What follows belongs to an exercise in optimizing a design on an open flow for small area, a short achievable clock period and few clock cycles; a production flow would make more cautious choices.
In this exercise RTL edits were held to simulation tests only and were not proved equivalent to the original.
Power and IR drop assume default switching activity.

## flow/design.v

```verilog
package core_pkg;
	typedef logic [32-1:0] word_t;
	typedef logic [4:0] reg_idx_t;
	typedef logic [$clog2(8)-1:0] rob_tag_t;
	typedef enum logic [2:0] {
		ALU_ADD = 3'd0,
		ALU_SUB = 3'd1,
		ALU_AND = 3'd2,
		ALU_OR  = 3'd3,
		ALU_XOR = 3'd4,
		ALU_SLT = 3'd5
	} alu_op_t;
	typedef enum logic [0:0] {
		MUL_LO = 1'b0,
		MUL_HU = 1'b1
	} mul_op_t;
	typedef enum logic {
		UNIT_ALU = 1'b0,
		UNIT_MUL = 1'b1
	} unit_sel_t;
	typedef struct packed {
		logic     ready;
		rob_tag_t tag;
		word_t    value;
	} operand_t;
	typedef struct packed {
		logic     valid;
		rob_tag_t tag;
		word_t    value;
	} cdb_t;
endpackage
`timescale 1ns/100ps
module ooo_core (
	input  logic        clock,
	input  logic        reset,
	input  logic        issue_valid,
	output logic        issue_ready,
	input  logic [3:0]  issue_op,
	input  logic [4:0]  issue_rd,
	input  logic [4:0]  issue_rs1,
	input  logic [4:0]  issue_rs2,
	input  logic        issue_use_imm,
	input  logic [31:0] issue_imm,
	output logic        commit_valid,
	output logic [4:0]  commit_rd,
	output logic [31:0] commit_data
);
	localparam int K = 8;           
	localparam int NSTEP = 32 / K;  
	localparam int W = 32 + K;      
	logic [31:0] rf [1:31];
	logic [31:1] rf_ok;
	logic        ex_valid;
	logic [3:0]  ex_op;
	logic [4:0]  ex_rd;
	logic [31:0] ex_a;
	logic [31:0] ex_b;
	logic [31:0] mul_s;
	logic [31:0] mul_c;
	logic        mul_cin;
	logic [2:0]  mul_cnt;
	logic        cm_valid;
	logic [4:0]  cm_rd;
	logic [31:0] cm_data;
	assign commit_valid = cm_valid;
	assign commit_rd    = cm_rd;
	assign commit_data  = cm_data;
	logic        ex_mul;
	logic        ex_done;
	logic [31:0] alu_res;
	logic [31:0] mul_hi;
	logic [31:0] ex_res;
	logic        accept;
	assign ex_mul  = ex_op[3];
	assign ex_done = ex_valid && (!ex_mul || mul_cnt == 3'(NSTEP));
	logic        alu_inv;
	logic [32:0] alu_sum;
	logic        alu_lt;
	assign alu_inv = ex_op[2:0] != 3'd0;
	assign alu_sum = {1'b0, ex_a} + {1'b0, alu_inv ? ~ex_b : ex_b} + 33'(alu_inv);
	assign alu_lt  = (ex_a[31] ^ ex_b[31]) ? ex_a[31] : alu_sum[31];
	always_comb begin
		case (ex_op[2:0])
			3'd0, 3'd1: alu_res = alu_sum[31:0];
			3'd2:       alu_res = ex_a & ex_b;
			3'd3:       alu_res = ex_a | ex_b;
			3'd4:       alu_res = ex_a ^ ex_b;
			3'd5:       alu_res = {31'd0, alu_lt};
			default:    alu_res = '0;
		endcase
	end
	assign mul_hi = mul_s + mul_c + 32'(mul_cin);
	assign ex_res = !ex_mul ? alu_res : (ex_op[0] ? mul_hi : ex_b);
	function automatic logic [2*W-1:0] csa(input logic [W-1:0] x, input logic [W-1:0] y,
		input logic [W-1:0] z);
		logic [W-1:0] s;
		logic [W-1:0] c;
		s = x ^ y ^ z;
		c = ((x & y) | (x & z) | (y & z)) << 1;
		csa = {c, s};
	endfunction
	logic [W-1:0] pp [K];
	logic [W-1:0] l1 [6];
	logic [W-1:0] l2 [4];
	logic [W-1:0] l3 [2];
	logic [W-1:0] l4 [2];
	logic [W-1:0] st_s;
	logic [W-1:0] st_c;
	logic [K:0]   st_low;
	always_comb begin
		for (int i = 0; i < K; i++) begin
			pp[i] = ex_b[i] ? (W'(ex_a) << i) : '0;
		end
		{l1[1], l1[0]} = csa(pp[0], pp[1], pp[2]);
		{l1[3], l1[2]} = csa(pp[3], pp[4], pp[5]);
		{l1[5], l1[4]} = csa(pp[6], pp[7], W'(mul_s));
		l1[1][0] = mul_cin;
		{l2[1], l2[0]} = csa(l1[0], l1[1], l1[2]);
		{l2[3], l2[2]} = csa(l1[3], l1[4], l1[5]);
		{l3[1], l3[0]} = csa(l2[0], l2[1], l2[2]);
		{l4[1], l4[0]} = csa(l3[0], l3[1], l2[3]);
		{st_c, st_s}   = csa(l4[0], l4[1], W'(mul_c));
		st_low = {1'b0, st_s[K-1:0]} + {1'b0, st_c[K-1:0]};
	end
	assign issue_ready = !ex_valid || ex_done;
	assign accept      = issue_valid && issue_ready;
	function automatic logic [31:0] read_reg(input logic [4:0] r);
		read_reg = '0;
		if (r != 5'd0) begin
			if (ex_done && ex_rd == r) begin
				read_reg = ex_res;
			end else if (rf_ok[r]) begin
				read_reg = rf[r];
			end
		end
	endfunction
	always_ff @(posedge clock) begin
		if (reset) begin
			ex_valid <= 1'b0;
			cm_valid <= 1'b0;
			rf_ok    <= '0;
		end else begin
			ex_valid <= accept || (ex_valid && !ex_done);
			cm_valid <= ex_done;
			if (ex_done && ex_rd != 5'd0) begin
				rf_ok[ex_rd] <= 1'b1;
			end
		end
	end
	always_ff @(posedge clock) begin
		if (ex_done && ex_rd != 5'd0) begin
			rf[ex_rd] <= ex_res;
		end
		if (ex_done) begin
			cm_rd   <= ex_rd;
			cm_data <= ex_res;
		end
		if (accept) begin
			ex_op   <= issue_op;
			ex_rd   <= issue_rd;
			ex_a    <= read_reg(issue_rs1);
			ex_b    <= issue_use_imm ? issue_imm : read_reg(issue_rs2);
			mul_s   <= '0;
			mul_c   <= '0;
			mul_cin <= 1'b0;
			mul_cnt <= '0;
		end else if (ex_valid && ex_mul && !ex_done) begin
			mul_s   <= st_s[W-1:K];
			mul_c   <= st_c[W-1:K];
			mul_cin <= st_low[K];
			mul_cnt <= mul_cnt + 3'd1;
			ex_b    <= {st_low[K-1:0], ex_b[31:K]};
		end
	end
endmodule
```

## flow/config.mk

```make
export PLATFORM = sky130hd
export DESIGN_NAME = ooo_core
export DESIGN_NICKNAME = ooo_core
export VERILOG_FILES = /design/flow/design.v
export SDC_FILE = /design/flow/constraint.sdc
export NUM_CORES = 4
export LEC_CHECK = 0
export CAP_MARGIN = 20
export CORE_MARGIN = 2
export CORE_UTILIZATION = 30
export SLEW_MARGIN = 20
```

## flow/run.sh

```bash
#!/bin/bash
# synth_recipe.tcl (not shown) runs the flow's synth.tcl, then flattens the netlist and writes it again
# the make line also repeats each setting of config.mk as NAME=value (left out here)
make -C /OpenROAD-flow-scripts/flow DESIGN_CONFIG=/design/flow/config.mk WORK_HOME=/design/flow/orfs CLKGATE_MAP_FILE= SYNTH_SCRIPT=/design/flow/synth_recipe.tcl finish
```

## flow/constraint.sdc

```tcl
create_clock -name core_clock -period 6.0 [get_ports {clock}]
set_input_delay 1.2000 -clock core_clock [delete_from_list [all_inputs] [get_ports {clock}]]
set_output_delay 1.2000 -clock core_clock [all_outputs]
set_load 0.01 [all_outputs]
```

==> results.json, run 1 <==
{
  "die_h_um": 484.2,
  "max_stage_delay_ps": 530,
  "track_usage": 0.1939,
  "tritoncts": "yes",
  "worstPathMaxFanout": 32,
  "fin_crit_sh": 0.8732,
  "multi_input_area_mm2": 0.03126,
  "hold_path_depth": 2,
  "slew_headroom": 0.2199,
  "clkPwrFrac": 0.340,
  "crit_top_cell": "a21o_1",
  "cts_setup_buffers": 0,
  "layout_setup_ws_ps": 760.7,
  "post-place-ws_ps": 774.1,
  "die_x_um": 484.2,
  "met1Wirelength_mm": 92.41,
  "grt_max_degree": 142,
  "numPortBuffers": 93,
  "routed_wl_mm": 231.2,
  "yosysTopAreaCellShare": 0.4783,
  "first_pass_iters": 6,
  "fillers": 22040,
  "hold_class": "flop to flop",
  "synth_warnings": 6,
  "fmax_mhz": 190.9,
  "route.met3.wl_mm": 20.44,
  "path_buf_inv": 3,
  "powerDensity_mw_per_mm2": 312.7,
  "route.met2.wl_mm": 109.0,
  "synth_cell_types": 84,
  "wl_per_cell_um": 28.47,
  "worst_pin_slew_ps": 1167,
  "place_inst": 7878,
  "ys_seq_area_frac": 0.5075,
  "regArea_mm2": 0.03511,
  "cts_root_buf": "clkbuf_16",
  "rsz0062_at_grt": "false",
  "num_vias": 45170,
  "cts.htree.levels": 4,
  "ys_ff_latch": 1203,
  "cap_viol_max_count": 0,
  "leakagePower_nw": 28.03,
  "synth_area_mm2": 0.06919,
  "dieArea_mm2": 0.2345,
  "seq_power_share": 0.408,
  "ctsHoldBuffers": 0,
  "crit_family": "compound AO/OA/AOI/OAI gates",
  "syn-num-nets": 5383,
  "holdWs_ps": 493.4,
  "final.min_clock_period_ps": 5239,
  "setup_viol": 0,
  "synthToLayoutAreaGrowth_pct": 14.02,
  "hp-start": "rf_ok[21]",
  "grt_pass1_vias": 45520,
  "r2r_start": "ex_op[1]",
  "initial_utilization": 0.3012,
  "gp_congestion": 0.9533,
  "required_ps": 6380,
  "grt_pass1_wl_mm": 331.3,
  "hold_viol": 0,
  "synth_edf_count": 1102,
  "internal_power_mw": 16.76,
  "drc_errors": 0,
  "numCtsBuffers": 133,
  "routed_via_density": 5.562,
  "ant_nets": 0,
  "yosysTopAreaCell": "edfxtp_1",
  "p_comb_frac": 0.251,
  "status": "complete, no violations",
  "tns_ps": 0,
  "end_kind": "flop",
  "cts-resized-gates": 0,
  "cp-start-kind": "flop",
  "overflow": 0,
  "drt_iter0_drc": 5476,
  "cpMaxStageDelayCell": "edfxtp_1",
  "cts.clk_slew.worst_paths_ps": 60,
  "ys.flop_type": "edfxtp_1",
  "crit_path_start": "ex_op[1]",
  "worstPathArrival_ps": 5620,
  "async_reset_ff_frac": 0,
  "hold_end": "rf_ok[21]",
  "clk_latency_ps": 820,
  "dpl.hpwl_mm": 155.7,
  "layout.nets": 5473,
  "switching_share": 0.3204,
  "finalPower_mw": 24.67,
  "drive_above_1_share": 0.2028,
  "clock_path_buffers": 3,
  "fin_cells": 8121,
  "crit_chain": "or2_2 -> nor2_4 -> buf_4 -> buf_4 -> xnor2_1 -> ha_1 -> a21o_1 -> a21o_1 -> a21o_1 -> or2_2 -> o21ai_0 -> xnor2_1 -> a211oi_1 -> a21o_1 -> inv_1",
  "row_count": 176,
  "numClockSinks": 1203,
  "reg2reg_depth": 15,
  "synthTopCellsByArea": "edfxtp_1 48%, mux4_2 18%, fa_1 7.1%, ha_1 3.3%, dfxtp_1 2.9%",
  "boundaryPins": 94,
  "synthCells": 4899,
  "crit_type": "flop to flop",
  "r2r_slack_ps": 760,
  "reg2reg_to": "rf[19][21]",
  "syn_avg_cell_area_um2": 14.12,
  "antenna_found_initial": 11,
  "maxSlewViolCount": 0,
  "irDropWorstVdd_mv": 0.2319,
  "clock_skew_ps": 62.99,
  "top_layer_used": "met5",
  "power_switching_mw": 7.904,
  "core-area_mm2": 0.2297
}
==> through the flow <==
stage | util | instance area, um2
floorplan | - | 69190
global placement | 0.3240 | 74420
detailed placement | 0.3240 | 74430
CTS | 0.3433 | 78850
global route | 0.3435 | 78890
finish | 0.3435 | 78890
==> tightest hold or removal path: cells and delay by family, from the launching register on <==
family	cells	cell delay (ps)
flops	1	340
compound gates	1	50
simple gates	1	70
==> cell families (layout without fill, tap and decap cells) <==
| kind of cell | after synthesis | after routing | share of synthesized area |
|---|---|---|---|
| compound gates | 701 | 701 | 0.06547 |
| xor+xnor | 89 | 89 | 0.01154 |
| flops | 1203 | 1203 | 0.5075 |
| other cells | 0 | 1 | 0 |
| buf+inv | 827 | 1022 | 0.04785 |
| fa+ha+maj | 429 | 429 | 0.1043 |
| mux | 745 | 745 | 0.2071 |
| simple gates | 905 | 905 | 0.05626 |
==> power groups by stage <==
stage	clock (mW)	combinational, mW	sequential [mW]
after global routing	8.84	6.87	10.1
after global placement	0	6.06	10.2
after detailed placement	0	6.13	10.2
final	8.40	6.20	10.1
after floorplan	0	3.99	10.1
after CTS	8.52	6.19	10.1
==> registers in the layout, summed over array words and instances (netlist names) <==
signal / count
rf: 992
cm_data: 32
ex_a: 32
ex_b: 32
mul_c: 32
mul_s: 32
rf_ok: 31
cm_rd: 5
ex_rd: 5
ex_op: 4
mul_cnt: 3
cm_valid: 1
ex_valid: 1
mul_cin: 1
==> worst max-delay path by stage <==
stage                 endpoint  depth (start not counted)
global route          ex_b[31]                         21
detailed placement    ex_b[31]                         21
CTS                   ex_b[31]                         21
finish              rf[19][21]                         15
floorplan             ex_b[15]                         16
global placement      ex_b[31]                         21
==> cell usage in the layout, fill, tap and decap left out, types with 30 or more instances in the layout <==
cell and count:
inv_1 518, o22ai_1 46, nand3_1 56, nor2_1 313, a22oi_1 45, mux2i_1 176
xnor2_1 62, clkbuf_16 134, o21ai_0 93, nor2_4 32, dfxtp_1 101, fa_1 246
buf_4 156, clkdlybuf4s50_1 82, a21o_1 30, mux4_2 547, nand2_1 351, o31ai_1 43
a21oi_1 221, ha_1 183, edfxtp_1 1102
==> cell usage after synthesis (all sizes together) (47+ instances only) <==
| cell type | count |
|---|---|
| mux2i | 177 |
| a21oi | 231 |
| nor2 | 345 |
| fa | 246 |
| o21ai | 95 |
| dfxtp | 101 |
| ha | 183 |
| buf | 112 |
| a22oi | 47 |
| xnor2 | 62 |
| nand2 | 351 |
| clkbuf | 191 |
| mux4 | 547 |
| nand3 | 56 |
| inv | 522 |
| edfxtp | 1102 |
==> layout make-up <==
cell class / instances / share of cell area
timing repair buffer: 258 / 0.02952
clock buffer: 158 / 0.04433
clock inverter: 82 / 0.01178
antenna: 1 / 0.00003172
multi-input combinational: 2869 / 0.3963
sequential: 1203 / 0.4451
inverter: 524 / 0.02500
tap: 3026 / 0.04799
==> per-layer routing <==
metal | vias to the layer above | global-route usage
li1 | 18670 | -
met1 | 23760 | 0.2589
met2 | 2306 | 0.3116
met3 | 423 | 0.03837
met4 | 8 | 0.07328
met5 | - | 0
Testbench counts, summed over its fixed seeds: cycles 4,812.
==> run 2, diff against run 1 <==
--- a/flow/design.v
+++ b/flow/design.v
@@ -125,14 +125,15 @@
 	assign issue_ready = !ex_valid || ex_done;
 	assign accept      = issue_valid && issue_ready;
 	function automatic logic [31:0] read_reg(input logic [4:0] r);
-		read_reg = '0;
-		if (r != 5'd0) begin
-			if (ex_done && ex_rd == r) begin
-				read_reg = ex_res;
-			end else if (rf_ok[r]) begin
-				read_reg = rf[r];
-			end
+		logic [31:0] v;
+		v = '0;
+		for (int i = 1; i < 32; i++) begin
+			v = v | ({32{r == 5'(i) && rf_ok[i]}} & rf[i]);
 		end
+		if (r != 5'd0 && ex_done && ex_rd == r) begin
+			v = ex_res;
+		end
+		read_reg = v;
 	endfunction
 	always_ff @(posedge clock) begin
 		if (reset) begin
@@ -151,25 +152,28 @@
 		if (ex_done && ex_rd != 5'd0) begin
 			rf[ex_rd] <= ex_res;
 		end
-		if (ex_done) begin
-			cm_rd   <= ex_rd;
-			cm_data <= ex_res;
+		cm_rd   <= ex_rd;
+		cm_data <= ex_res;
+		if (accept) begin
+			ex_op <= issue_op;
+			ex_rd <= issue_rd;
+			ex_a  <= read_reg(issue_rs1);
 		end
 		if (accept) begin
-			ex_op   <= issue_op;
-			ex_rd   <= issue_rd;
-			ex_a    <= read_reg(issue_rs1);
-			ex_b    <= issue_use_imm ? issue_imm : read_reg(issue_rs2);
+			ex_b <= issue_use_imm ? issue_imm : read_reg(issue_rs2);
+		end else if (ex_valid && ex_mul && !ex_done) begin
+			ex_b <= {st_low[K-1:0], ex_b[31:K]};
+		end
+		if (accept) begin
 			mul_s   <= '0;
 			mul_c   <= '0;
 			mul_cin <= 1'b0;
 			mul_cnt <= '0;
-		end else if (ex_valid && ex_mul && !ex_done) begin
+		end else begin
 			mul_s   <= st_s[W-1:K];
 			mul_c   <= st_c[W-1:K];
 			mul_cin <= st_low[K];
-			mul_cnt <= mul_cnt + 3'd1;
-			ex_b    <= {st_low[K-1:0], ex_b[31:K]};
+			mul_cnt <= mul_cnt + 3'(mul_cnt != 3'(NSTEP));
 		end
 	end
 endmodule
==> results.json, run 2 <==
{
  "fmax_mhz": 189.8,
  "path_buf_inv": 6,
  "syn-num-nets": 5628,
  "reg2reg_depth": 19,
  "setup_viol": 0,
  "yosysMostFrequentCell": "edfxtp_1",
  "r2r_start": "ex_b[1]",
  "synthCells": 5148,
  "internal_power_mw": 17.10,
  "cts_root_buf": "clkbuf_16",
  "clock_skew_ps": 71.03,
  "fillers": 20330,
  "end_kind": "flop",
  "multi_input_area_mm2": 0.02532,
  "switching_share": 0.3328,
  "row_count": 168,
  "hp-start": "rf_ok[26]",
  "dpl.hpwl_mm": 202.4,
  "routed_via_density": 6.513,
  "async_reset_ff_frac": 0,
  "yosysTopAreaCell": "edfxtp_1",
  "tns_ps": 0,
  "maxSlewViolCount": 0,
  "synth_cell_types": 97,
  "leakagePower_nw": 26.60,
  "grt_max_degree": 84,
  "final_common_cell": "edfxtp_1",
  "clkPwrFrac": 0.329,
  "antenna_found_initial": 23,
  "synth_area_mm2": 0.06295,
  "synthTopCellsByArea": "edfxtp_1 51%, fa_1 7.8%, a22oi_1 4.7%, dfxtp_1 4.4%, a221oi_1 3.8%",
  "cts.clk_slew.worst_paths_ps": 60,
  "required_ps": 6510,
  "clk_latency_ps": 840,
  "holdWs_ps": 520.8,
  "yosysTopAreaCellShare": 0.5080,
  "drt_iter0_drc": 11460,
  "powerDensity_mw_per_mm2": 349.5,
  "cts_setup_buffers": 0,
  "crit_top_cell": "inv_1",
  "num_vias": 53580,
  "power_switching_mw": 8.529,
  "numCtsBuffers": 134,
  "grt_pass1_vias": 51350,
  "hold_class": "flop to flop",
  "overflow": 0,
  "synth_edf_count": 1065,
  "grt_pass1_wl_mm": 426.8,
  "synth_warnings": 6,
  "syn_avg_cell_area_um2": 12.23,
  "drc_errors": 0,
  "synthToLayoutAreaGrowth_pct": 16.51,
  "ys_ff_latch": 1203,
  "fin_crit_sh": 0.8780,
  "initial_utilization": 0.3010,
  "max_stage_delay_ps": 540,
  "hold_viol": 0,
  "numPortBuffers": 93,
  "worstPathArrival_ps": 5770,
  "layout.nets": 5783,
  "regMostFlops": "rf",
  "cp-start-kind": "flop",
  "dieArea_mm2": 0.2135,
  "routed_wl_mm": 316.8,
  "cts-resized-gates": 0,
  "layout_common_cells": "1065 x edfxtp_1, 505 x inv_1, 392 x a22oi_1, 276 x a221oi_1, 271 x a22o_1",
  "tritoncts": "yes",
  "crit_family": "adder cells",
  "wl_per_cell_um": 38.52,
  "track_usage": 0.2898,
  "gp_congestion": 1.006,
  "irDropWorstVdd_mv": 0.2675,
  "drive_above_1_share": 0.1199,
  "clock_path_buffers": 3,
  "hold_end": "rf_ok[26]",
  "p_comb_frac": 0.259,
  "final.min_clock_period_ps": 5268,
  "cpMaxStageDelayCell": "edfxtp_1",
  "slew_headroom": 0.1275,
  "worst_pin_slew_ps": 1309,
  "hold_path_depth": 2,
  "place_inst": 7969,
  "reg2reg_to": "ex_b[31]",
  "regArea_mm2": 0.03474,
  "ys_top_cells_by_count": "1065 x edfxtp_1, 507 x inv_1, 392 x a22oi_1",
  "die_x_um": 462.1,
  "cap_viol_max_count": 0,
  "numClockSinks": 1203,
  "rsz0062_at_grt": "false",
  "worstPathMaxFanout": 28,
  "crit_type": "flop to flop",
  "ctsHoldBuffers": 0,
  "ys_seq_area_frac": 0.5519,
  "boundaryPins": 94,
  "largest_reg_flops": 992,
  "fin_cells": 8226,
  "cts.htree.levels": 4,
  "status": "complete, no violations",
  "die_h_um": 462.1,
  "first_pass_iters": 12,
  "core-area_mm2": 0.2092,
  "ys.flop_type": "edfxtp_1",
  "seq_power_share": 0.412,
  "crit_chain": "inv_1 -> buf_4 -> nor2_1 -> fa_1 -> inv_1 -> fa_1 -> inv_1 -> fa_1 -> ha_1 -> inv_1 -> fa_1 -> inv_1 -> ha_1 -> a21o_1 -> a21oi_1 -> xor2_1 -> nor2_1 -> a31oi_1 -> o21ai_1",
  "r2r_slack_ps": 730,
  "ant_nets": 0
}
run 2: cell count changes after synthesis, moves of 83 or more:
cell	before	now
a221oi_1	8	276
nor2_1	345	262
a22oi_1	45	392
mux4_2	547	0
clkbuf_1	191	294
mux2i_1	177	13
nand2_1	351	224
nand4_1	16	122
a21oi_1	231	136
a22o_1	1	271
run 2: area by class of cell:
class / count / area share
clock inverter: 81 / 0.01112
clock buffer: 164 / 0.04916
multi-input combinational: 3070 / 0.3452
antenna: 9 / 0.0003071
inverter: 514 / 0.02634
timing repair buffer: 380 / 0.04630
tap: 2805 / 0.04785
sequential: 1203 / 0.4737
run 2: power by group through the flow:
stage	Sequential [mW]	Clock [mW]	Combinational [mW]
floorplan	10.5	0	4.16
finish	10.6	8.43	6.64
global placement	10.7	0	6.47
detailed placement	10.7	0	6.56
global route	10.6	8.76	7.51
CTS	10.5	8.44	6.62
run 2: kinds of logic after synthesis:
kind of cell	count (synthesis)	share of synthesized area
AO/OA/AOI/OAI	1471	0.1811
XOR/XNOR	78	0.01085
adder cells (fa/ha/maj)	425	0.1138
buffers and inverters	875	0.05337
flip-flops	1203	0.5519
multiplexers	17	0.002842
AND/OR/NAND/NOR	1079	0.08606
run 2: worst register-to-register path: cells and delay by family (launching register included):
kind,cells,cell delay [ps]
simple gates,2,200
buf+inv,6,760
compound gates,4,680
flops,1,540
xor+xnor,1,200
fa+ha+maj,6,2580
run 2: routing by layer:
layer,GRT usage,vias to the layer above,share of wire
met5,0.001357,-,0.00086
met2,0.4192,5420,0.41
li1,-,20130,-
met4,0.1972,33,0.088
met1,0.3513,26460,0.35
met3,0.1182,1539,0.15
run 2: how the worst max path moves through the flow:
| stage | start | to | slack, ps | cells past startpoint |
|---|---|---|---|---|
| after floorplan | ex_b[1] | ex_b[31] | 840 | 22 |
| after global placement | ex_a[1] | ex_b[31] | 690 | 20 |
| after detailed placement | ex_a[1] | ex_b[31] | 800 | 20 |
| after CTS | ex_b[2] | ex_b[31] | 750 | 19 |
| after global routing | ex_a[1] | ex_b[31] | 490 | 20 |
| final | ex_b[1] | ex_b[31] | 730 | 19 |
run 2: stage by stage:
| step | util | total power [mW] | instance area (um2) | setup slack, ps |
|---|---|---|---|---|
| finish | 0.3507 | 25.63 | 73340 | 731.8 |
| global placement | 0.3291 | 17.20 | 68830 | 691.5 |
| CTS | 0.3504 | 25.61 | 73280 | 745.5 |
| floorplan | - | 14.65 | 62950 | 841.0 |
| global route | 0.3506 | 26.84 | 73320 | 492.9 |
| detailed placement | 0.3292 | 17.27 | 68860 | 799.3 |
Testbench counts of run 2, summed over its fixed seeds: cycles 4,812.

port drivers added, routing unchanged:
No port has a modelled driver above. Below, the same layouts with a new extraction and two added sets of constraints.
Step 1 (the two cells are an assumption about what drives the block):
set clk [get_ports {clock}]
set_driving_cell -lib_cell sky130_fd_sc_hd__clkbuf_16 $clk
set_driving_cell -lib_cell sky130_fd_sc_hd__buf_2 [delete_from_list [all_inputs] $clk]
Step 2 also shifts input and output timing later by t, the mid clock arrival at the registers, as if the neighbouring blocks saw the same clock.
Slacks: ideal / step 1 / step 2; pairs: ideal / step 1.
| run | shift t [ns] | setup slack, ns | worst hold slack (ns) | pins driven straight from the clock port |
|---|---|---|---|---|
| run 1 | 0.875 | 0.761 / 0.761 / 0.761 | 0.493 / 0.493 / 0.493 | 1 |
| run 2 | 0.891 | 0.732 / 0.732 / 0.535 | 0.521 / 0.521 / 0.521 | 1 |
After both steps setup and hold are still met in every run listed. The setup slack of run 2, which loses most, moves by 0.000 ns with the drivers and by -0.197 ns with both steps.
